Background: an optimization exercise with open tools, aiming at a short achievable clock period and few clock cycles. Do not read the settings as production practice. In this exercise RTL edits were held to simulation tests only and were not proved equivalent to the original. The clock port is modelled as an ideal driver; clocking choices that lean on that would not hold on a real chip.

==> trial 23: inputs <==
// dm_cache
module dm_cache #(
    parameter int NUM_LINES = 8      
) (
    input  logic           clk,
    input  logic           rst_n,
    input  logic           proc_read_i,
    input  logic           proc_write_i,
    input  logic [29:0]    proc_addr_i,      
    input  logic [31:0]    proc_wdata_i,
    output logic           proc_stall_o,
    output logic [31:0]    proc_rdata_o,
    output logic           mem_read_o,
    output logic           mem_write_o,
    output logic [27:0]    mem_addr_o,       
    output logic [127:0]   mem_wdata_o,      
    input  logic [127:0]   mem_rdata_i,
    input  logic           mem_ready_i
);
==> module gate_xnor2, before the edit <==
module gate_xnor2 (input logic a, input logic b, output logic y);
    assign y = !(a ^ b);
endmodule
==> module gate_nand4, before the edit <==
module gate_nand4 (input logic a, input logic b, input logic c, input logic d, output logic y);
    assign y = !(a && b && c && d);
endmodule
==> module gate_nor2, before the edit <==
module gate_nor2 (input logic a, input logic b, output logic y);
    assign y = !(a || b);
endmodule
==> module gate_and4, before the edit <==
module gate_and4 (input logic a, input logic b, input logic c, input logic d, output logic y);
    assign y = a && b && c && d;
endmodule
==> module cache_line, before the edit <==
module cache_line #(
    parameter int TAG_W = 25
) (
    input  logic                   clk,
    input  logic                   rst_n,
    input  logic                   wr_line,       
    input  logic                   fill,          
    input  logic [dm_cache_pkg::WORDS_PER_BLOCK-1:0] wsel,    
    input  logic [TAG_W-1:0]       req_tag,
    input  dm_cache_pkg::word_t    wdata,
    input  logic [dm_cache_pkg::BLOCK_W-1:0] fill_block,    
    output logic                   match,         
    output logic                   dirty,
    output logic [TAG_W-1:0]       tag_q,
    output logic [dm_cache_pkg::BLOCK_W-1:0] data_q
);
    localparam int WORD_W = dm_cache_pkg::WORD_W;
    logic valid_q;
    always_ff @(posedge clk or negedge rst_n) begin
        if (!rst_n) begin
            valid_q <= 1'b0;
            dirty   <= 1'b0;
        end else if (fill) begin
            valid_q <= 1'b1;
            dirty   <= |wsel;
        end else if (wr_line) begin
            dirty   <= 1'b1;           
        end
    end
    always_ff @(posedge clk) begin
        if (fill) begin
            tag_q <= req_tag;
        end
    end
    for (genvar w = 0; w < dm_cache_pkg::WORDS_PER_BLOCK; w++) begin : g_word
        always_ff @(posedge clk) begin
            if (fill || (wr_line && wsel[w])) begin
                data_q[w*WORD_W +: WORD_W] <= wsel[w] ? wdata : fill_block[w*WORD_W +: WORD_W];
            end
        end
    end
    logic [TAG_W:0]       eq;           
    localparam int NG = (TAG_W + 1 + 3) / 4;
    logic [4*NG-1:0]      eq_pad;
    logic [NG-1:0]        grp_miss;     
    localparam int NP = (NG + 1) / 2;
    logic [2*NP-1:0]      grp_pad;
    logic [NP-1:0]        pair_ok;      
    logic [3:0]           pair_pad;     
    for (genvar k = 0; k < TAG_W; k++) begin : g_eq
        gate_xnor2 i_eq (.a(tag_q[k]), .b(req_tag[k]), .y(eq[k]));
    end
    assign eq[TAG_W] = valid_q;
    for (genvar k = 0; k < 4*NG; k++) begin : g_eq_pad
        if (k <= TAG_W) begin : g_bit
            assign eq_pad[k] = eq[k];
        end else begin : g_one
            assign eq_pad[k] = 1'b1;
        end
    end
    for (genvar j = 0; j < NG; j++) begin : g_grp
        gate_nand4 i_grp (.a(eq_pad[4*j]), .b(eq_pad[4*j+1]), .c(eq_pad[4*j+2]), .d(eq_pad[4*j+3]),
                          .y(grp_miss[j]));
    end
    for (genvar k = 0; k < 2*NP; k++) begin : g_grp_pad
        if (k < NG) begin : g_grp
            assign grp_pad[k] = grp_miss[k];
        end else begin : g_zero
            assign grp_pad[k] = 1'b0;
        end
    end
    for (genvar j = 0; j < NP; j++) begin : g_pair
        gate_nor2 i_pair (.a(grp_pad[2*j]), .b(grp_pad[2*j+1]), .y(pair_ok[j]));
    end
    for (genvar k = 0; k < 4; k++) begin : g_pair_pad
        if (k < NP) begin : g_pair
            assign pair_pad[k] = pair_ok[k];
        end else begin : g_one
            assign pair_pad[k] = 1'b1;
        end
    end
    gate_and4 i_match (.a(pair_pad[0]), .b(pair_pad[1]), .c(pair_pad[2]), .d(pair_pad[3]), .y(match));
endmodule
==> module gate_nand2, before the edit <==
module gate_nand2 (input logic a, input logic b, output logic y);
    assign y = !(a && b);
endmodule
==> module gate_a21oi, before the edit <==
module gate_a21oi (input logic a1, input logic a2, input logic b1, output logic y);
    assign y = !((a1 && a2) || b1);
endmodule
==> module rdata_bit, before the edit <==
module rdata_bit (
    input  logic       clk,
    input  logic       look,         
    input  logic       line_word,    
    input  logic [3:0] off_dec,      
    input  logic [3:0] fill_bits,    
    output logic       rdata
);
    logic       word_q;              
    logic [3:0] osel_q;
    logic [3:0] term_n;              
    always_ff @(posedge clk) begin
        word_q <= look && line_word;
        osel_q <= off_dec & {4{!look}};
    end
    gate_a21oi i_t0 (.a1(osel_q[0]), .a2(fill_bits[0]), .b1(word_q), .y(term_n[0]));
    gate_nand2 i_t1 (.a(osel_q[1]), .b(fill_bits[1]), .y(term_n[1]));
    gate_nand2 i_t2 (.a(osel_q[2]), .b(fill_bits[2]), .y(term_n[2]));
    gate_nand2 i_t3 (.a(osel_q[3]), .b(fill_bits[3]), .y(term_n[3]));
    gate_nand4 i_or (.a(term_n[0]), .b(term_n[1]), .c(term_n[2]), .d(term_n[3]), .y(rdata));
endmodule
export LEC_CHECK = 0
export CAP_MARGIN = 70
export CORE_MARGIN = 2
export CORE_UTILIZATION = 45
export CTS_CLUSTER_DIAMETER = 120
export CTS_CLUSTER_SIZE = 24
export SLEW_MARGIN = 70
export SYNTH_HIERARCHICAL = 1
export SYNTH_MINIMUM_KEEP_SIZE = 0
create_clock -name core_clock -period 4.8 [get_ports {clk}]
standard.sh (not shown) runs the stock make flow with config.mk's settings and CLKGATE_MAP_FILE= SYNTH_SCRIPT=/design/flow/synth_recipe.tcl, a recipe that flattens the netlist after the stock synthesis.
==> flow/flow/run.sh <==
#!/bin/bash
# Standard ORFS layout, with three changes: the port buffers are plain
# buffers (not the platform's delay cells), sizing may leave a cell's
# footprint, and an extra setup repair (capped in iterations) runs after
# clock tree synthesis and after global routing.
set -euo pipefail
HERE=$PWD
KNOBS=(MATCH_CELL_FOOTPRINT=0 "BUFFER_PORTS_ARGS=-buffer_cell sky130_fd_sc_hd__buf_4")
bash standard.sh synth > log_1_synth.txt 2>&1
bash standard.sh "${KNOBS[@]}" floorplan place > log_2_floorplan_place.txt 2>&1
bash standard.sh "${KNOBS[@]}" POST_CTS_TCL=$HERE/flow/post_cts.tcl cts > log_4_cts.txt 2>&1
bash standard.sh "${KNOBS[@]}" POST_GLOBAL_ROUTE_TCL=$HERE/flow/post_grt.tcl grt > log_5_grt.txt 2>&1
bash standard.sh "${KNOBS[@]}" finish > log_6_finish.txt 2>&1
test -f out/final.def
Other scripts of this flow, unchanged in this note and not shown: flow/flow/post_cts.tcl, flow/flow/post_grt.tcl, flow/flow/upsize_out.tcl
==> trial 32 (differences from trial 23) <==
--- a/flow/design.v
+++ b/flow/design.v
@@ -12,14 +12,2 @@
 endpackage
-module gate_xnor2 (input logic a, input logic b, output logic y);
-    assign y = !(a ^ b);
-endmodule
-module gate_nand4 (input logic a, input logic b, input logic c, input logic d, output logic y);
-    assign y = !(a && b && c && d);
-endmodule
-module gate_nor2 (input logic a, input logic b, output logic y);
-    assign y = !(a || b);
-endmodule
-module gate_and4 (input logic a, input logic b, input logic c, input logic d, output logic y);
-    assign y = a && b && c && d;
-endmodule
 module cache_line #(
@@ -65,43 +53,3 @@
     end
-    logic [TAG_W:0]       eq;           
-    localparam int NG = (TAG_W + 1 + 3) / 4;
-    logic [4*NG-1:0]      eq_pad;
-    logic [NG-1:0]        grp_miss;     
-    localparam int NP = (NG + 1) / 2;
-    logic [2*NP-1:0]      grp_pad;
-    logic [NP-1:0]        pair_ok;      
-    logic [3:0]           pair_pad;     
-    for (genvar k = 0; k < TAG_W; k++) begin : g_eq
-        gate_xnor2 i_eq (.a(tag_q[k]), .b(req_tag[k]), .y(eq[k]));
-    end
-    assign eq[TAG_W] = valid_q;
-    for (genvar k = 0; k < 4*NG; k++) begin : g_eq_pad
-        if (k <= TAG_W) begin : g_bit
-            assign eq_pad[k] = eq[k];
-        end else begin : g_one
-            assign eq_pad[k] = 1'b1;
-        end
-    end
-    for (genvar j = 0; j < NG; j++) begin : g_grp
-        gate_nand4 i_grp (.a(eq_pad[4*j]), .b(eq_pad[4*j+1]), .c(eq_pad[4*j+2]), .d(eq_pad[4*j+3]),
-                          .y(grp_miss[j]));
-    end
-    for (genvar k = 0; k < 2*NP; k++) begin : g_grp_pad
-        if (k < NG) begin : g_grp
-            assign grp_pad[k] = grp_miss[k];
-        end else begin : g_zero
-            assign grp_pad[k] = 1'b0;
-        end
-    end
-    for (genvar j = 0; j < NP; j++) begin : g_pair
-        gate_nor2 i_pair (.a(grp_pad[2*j]), .b(grp_pad[2*j+1]), .y(pair_ok[j]));
-    end
-    for (genvar k = 0; k < 4; k++) begin : g_pair_pad
-        if (k < NP) begin : g_pair
-            assign pair_pad[k] = pair_ok[k];
-        end else begin : g_one
-            assign pair_pad[k] = 1'b1;
-        end
-    end
-    gate_and4 i_match (.a(pair_pad[0]), .b(pair_pad[1]), .c(pair_pad[2]), .d(pair_pad[3]), .y(match));
+    assign match = valid_q && (tag_q == req_tag);
 endmodule
@@ -115,7 +63,18 @@
 endmodule
-module gate_nand2 (input logic a, input logic b, output logic y);
-    assign y = !(a && b);
+module aoi22 (
+    input  logic a1,
+    input  logic a2,
+    input  logic b1,
+    input  logic b2,
+    output logic y
+);
+    assign y = !((a1 && a2) || (b1 && b2));
 endmodule
-module gate_a21oi (input logic a1, input logic a2, input logic b1, output logic y);
-    assign y = !((a1 && a2) || b1);
+module nand3 (
+    input  logic a,
+    input  logic b,
+    input  logic c,
+    output logic y
+);
+    assign y = !(a && b && c);
 endmodule
@@ -129,14 +88,13 @@
 );
-    logic       word_q;              
+    logic       word_n_q;            
     logic [3:0] osel_q;
-    logic [3:0] term_n;              
+    logic       lo_n;
+    logic       hi_n;
     always_ff @(posedge clk) begin
-        word_q <= look && line_word;
-        osel_q <= off_dec & {4{!look}};
+        word_n_q <= !(look && line_word);
+        osel_q   <= off_dec & {4{!look}};
     end
-    gate_a21oi i_t0 (.a1(osel_q[0]), .a2(fill_bits[0]), .b1(word_q), .y(term_n[0]));
-    gate_nand2 i_t1 (.a(osel_q[1]), .b(fill_bits[1]), .y(term_n[1]));
-    gate_nand2 i_t2 (.a(osel_q[2]), .b(fill_bits[2]), .y(term_n[2]));
-    gate_nand2 i_t3 (.a(osel_q[3]), .b(fill_bits[3]), .y(term_n[3]));
-    gate_nand4 i_or (.a(term_n[0]), .b(term_n[1]), .c(term_n[2]), .d(term_n[3]), .y(rdata));
+    aoi22 i_lo (.a1(osel_q[0]), .a2(fill_bits[0]), .b1(osel_q[1]), .b2(fill_bits[1]), .y(lo_n));
+    aoi22 i_hi (.a1(osel_q[2]), .a2(fill_bits[2]), .b1(osel_q[3]), .b2(fill_bits[3]), .y(hi_n));
+    nand3 i_or (.a(lo_n), .b(hi_n), .c(word_n_q), .y(rdata));
 endmodule
--- a/flow/config.mk
+++ b/flow/config.mk
@@ -9,5 +9,6 @@
 export CORE_MARGIN = 2
-export CORE_UTILIZATION = 45
+export CORE_UTILIZATION = 50
 export CTS_CLUSTER_DIAMETER = 120
 export CTS_CLUSTER_SIZE = 24
+export PLACE_DENSITY = 0.7
 export SLEW_MARGIN = 70
==> trial 12 (differences from trial 23) <==
--- a/flow/design.v
+++ b/flow/design.v
@@ -12,14 +12,2 @@
 endpackage
-module gate_xnor2 (input logic a, input logic b, output logic y);
-    assign y = !(a ^ b);
-endmodule
-module gate_nand4 (input logic a, input logic b, input logic c, input logic d, output logic y);
-    assign y = !(a && b && c && d);
-endmodule
-module gate_nor2 (input logic a, input logic b, output logic y);
-    assign y = !(a || b);
-endmodule
-module gate_and4 (input logic a, input logic b, input logic c, input logic d, output logic y);
-    assign y = a && b && c && d;
-endmodule
 module cache_line #(
@@ -65,43 +53,3 @@
     end
-    logic [TAG_W:0]       eq;           
-    localparam int NG = (TAG_W + 1 + 3) / 4;
-    logic [4*NG-1:0]      eq_pad;
-    logic [NG-1:0]        grp_miss;     
-    localparam int NP = (NG + 1) / 2;
-    logic [2*NP-1:0]      grp_pad;
-    logic [NP-1:0]        pair_ok;      
-    logic [3:0]           pair_pad;     
-    for (genvar k = 0; k < TAG_W; k++) begin : g_eq
-        gate_xnor2 i_eq (.a(tag_q[k]), .b(req_tag[k]), .y(eq[k]));
-    end
-    assign eq[TAG_W] = valid_q;
-    for (genvar k = 0; k < 4*NG; k++) begin : g_eq_pad
-        if (k <= TAG_W) begin : g_bit
-            assign eq_pad[k] = eq[k];
-        end else begin : g_one
-            assign eq_pad[k] = 1'b1;
-        end
-    end
-    for (genvar j = 0; j < NG; j++) begin : g_grp
-        gate_nand4 i_grp (.a(eq_pad[4*j]), .b(eq_pad[4*j+1]), .c(eq_pad[4*j+2]), .d(eq_pad[4*j+3]),
-                          .y(grp_miss[j]));
-    end
-    for (genvar k = 0; k < 2*NP; k++) begin : g_grp_pad
-        if (k < NG) begin : g_grp
-            assign grp_pad[k] = grp_miss[k];
-        end else begin : g_zero
-            assign grp_pad[k] = 1'b0;
-        end
-    end
-    for (genvar j = 0; j < NP; j++) begin : g_pair
-        gate_nor2 i_pair (.a(grp_pad[2*j]), .b(grp_pad[2*j+1]), .y(pair_ok[j]));
-    end
-    for (genvar k = 0; k < 4; k++) begin : g_pair_pad
-        if (k < NP) begin : g_pair
-            assign pair_pad[k] = pair_ok[k];
-        end else begin : g_one
-            assign pair_pad[k] = 1'b1;
-        end
-    end
-    gate_and4 i_match (.a(pair_pad[0]), .b(pair_pad[1]), .c(pair_pad[2]), .d(pair_pad[3]), .y(match));
+    assign match = valid_q && (tag_q == req_tag);
 endmodule
@@ -115,7 +63,18 @@
 endmodule
-module gate_nand2 (input logic a, input logic b, output logic y);
-    assign y = !(a && b);
+module aoi22 (
+    input  logic a1,
+    input  logic a2,
+    input  logic b1,
+    input  logic b2,
+    output logic y
+);
+    assign y = !((a1 && a2) || (b1 && b2));
 endmodule
-module gate_a21oi (input logic a1, input logic a2, input logic b1, output logic y);
-    assign y = !((a1 && a2) || b1);
+module nand3 (
+    input  logic a,
+    input  logic b,
+    input  logic c,
+    output logic y
+);
+    assign y = !(a && b && c);
 endmodule
@@ -129,14 +88,13 @@
 );
-    logic       word_q;              
+    logic       word_n_q;            
     logic [3:0] osel_q;
-    logic [3:0] term_n;              
+    logic       lo_n;
+    logic       hi_n;
     always_ff @(posedge clk) begin
-        word_q <= look && line_word;
-        osel_q <= off_dec & {4{!look}};
+        word_n_q <= !(look && line_word);
+        osel_q   <= off_dec & {4{!look}};
     end
-    gate_a21oi i_t0 (.a1(osel_q[0]), .a2(fill_bits[0]), .b1(word_q), .y(term_n[0]));
-    gate_nand2 i_t1 (.a(osel_q[1]), .b(fill_bits[1]), .y(term_n[1]));
-    gate_nand2 i_t2 (.a(osel_q[2]), .b(fill_bits[2]), .y(term_n[2]));
-    gate_nand2 i_t3 (.a(osel_q[3]), .b(fill_bits[3]), .y(term_n[3]));
-    gate_nand4 i_or (.a(term_n[0]), .b(term_n[1]), .c(term_n[2]), .d(term_n[3]), .y(rdata));
+    aoi22 i_lo (.a1(osel_q[0]), .a2(fill_bits[0]), .b1(osel_q[1]), .b2(fill_bits[1]), .y(lo_n));
+    aoi22 i_hi (.a1(osel_q[2]), .a2(fill_bits[2]), .b1(osel_q[3]), .b2(fill_bits[3]), .y(hi_n));
+    nand3 i_or (.a(lo_n), .b(hi_n), .c(word_n_q), .y(rdata));
 endmodule
==> flow_metrics.env <==
export IMPL_status="complete, no violations"
export IMPL_min_period_over_period=0.522
export IMPL_syn_cell_area_um2=74200
export IMPL_drt_iter0_drc=9096
export IMPL_dpl_instance_area_um2=81800
export IMPL_wl_per_cell_um=38.4
export IMPL_nClkBuffers=134
export IMPL_period_needed_ps=2510
export IMPL_use_met3=0.0990
export IMPL_dieArea_um2=168000
export IMPL_worstPathCellList="buf_12 -> a22oi_2 -> nand3_2 -> buf_6"
export IMPL_diodes=10
export IMPL_regArea_um2=44500
export IMPL_switching_power_mw=10.7
export IMPL_p_int_mw=23.2
-- figures above: trial 12

==> flow_metrics.env <==
export IMPL_status="complete, no violations"
export IMPL_period_needed_ps=2730
export IMPL_p_per_area_nw_per_um2=391
export IMPL_wl_per_cell_um=36.8
export IMPL_switching_share=0.312
export IMPL_regArea_um2=44500
export IMPL_dieArea_um2=171000
export IMPL_layout_common_cells="1224 x edfxtp_1, 1106 x a22oi_1, 965 x mux2_2, 471 x buf_4, 371 x nand4_1"
export IMPL_drt_iter0_drc=8767
export IMPL_nClkBuffers=133
export IMPL_p_int_mw=23.2
export IMPL_worstPathCellList="buf_6 -> a21oi_4 -> nand4_1 -> buf_4"
export IMPL_wl_met3_um=36200
export IMPL_use_met3=0.0778
export IMPL_synth_compound_area_frac=0.122
export IMPL_cap_violations=0
export IMPL_path_buf_inv=2
export IMPL_worst_path_max_fanout=9
export IMPL_synth_cells=5277
export IMPL_dpl_instance_area_um2=81900
export IMPL_min_period_over_period=0.569
export IMPL_syn_cell_area_um2=75400
-- figures above: trial 23

==> flow_metrics.env <==
export IMPL_status="complete, no violations"
export IMPL_dpl_instance_area_um2=81400
export IMPL_ys_seq_area_frac=0.591
export IMPL_synth_area_leaders="edfxtp_1 50%, mux2_2 16%, a22oi_1 11%"
export IMPL_p_int_mw=23.2
export IMPL_multi_input_area_um2=28700
export IMPL_dieArea_um2=151000
export IMPL_worstPathCellList="buf_4 -> a22oi_2 -> nand3_1 -> buf_4"
export IMPL_path_clk_slew_ps=100
export IMPL_use_met3=0.129
export IMPL_period_needed_ps=2510
export IMPL_drt_first_pass_iters=11
export IMPL_drt_iter0_drc=10668
export IMPL_switching_power_mw=10.6
export IMPL_diodes=16
export IMPL_syn_cell_area_um2=74200
export IMPL_regArea_um2=44500
export IMPL_area_growth_pct=16.7
export IMPL_nFillCells=11525
export IMPL_p_per_area_nw_per_um2=390
export IMPL_yosysWarnings=14
-- figures above: trial 32

Testbench counts of trial 23, summed over its fixed seeds: cycles 89,305.
Testbench counts of trial 32, summed over its fixed seeds: cycles 89,305.
Testbench counts of trial 12, summed over its fixed seeds: cycles 89,305.

==> static timing again, ports no longer ideal <==
In the flow no input, the clock included, has a driving cell. The finished layouts below were timed again as built, in two steps. Step 1 (the two cells are an assumption about what drives the block):
set clk [get_ports {clk}]
set_driving_cell -lib_cell sky130_fd_sc_hd__clkbuf_16 $clk
set_driving_cell -lib_cell sky130_fd_sc_hd__buf_2 [delete_from_list [all_inputs] $clk]
Step 2 times the ports against the registers' clock, not the clock port: input delays grow and output delays shrink by t, the midpoint of the rising clock arrivals with the driver on. a / b / c = ideal ports / drivers / drivers and shift; a / b = the first two.
run	shift t [ns]	setup slack, ns	worst register clock-pin slew, ns	cell pins on the clock port's net
trial 23	0.820	2.070 / 1.963 / 1.517	0.11 / 0.11	1
trial 32	0.830	2.285 / 2.201 / 1.568	0.11 / 0.11	1
trial 12	0.831	2.295 / 2.191 / 1.604	0.12 / 0.12	1
After both steps setup and hold are still met in every run listed. For trial 32, which loses most, drivers alone change the setup slack by -0.084 ns; drivers and shift together by -0.717 ns.
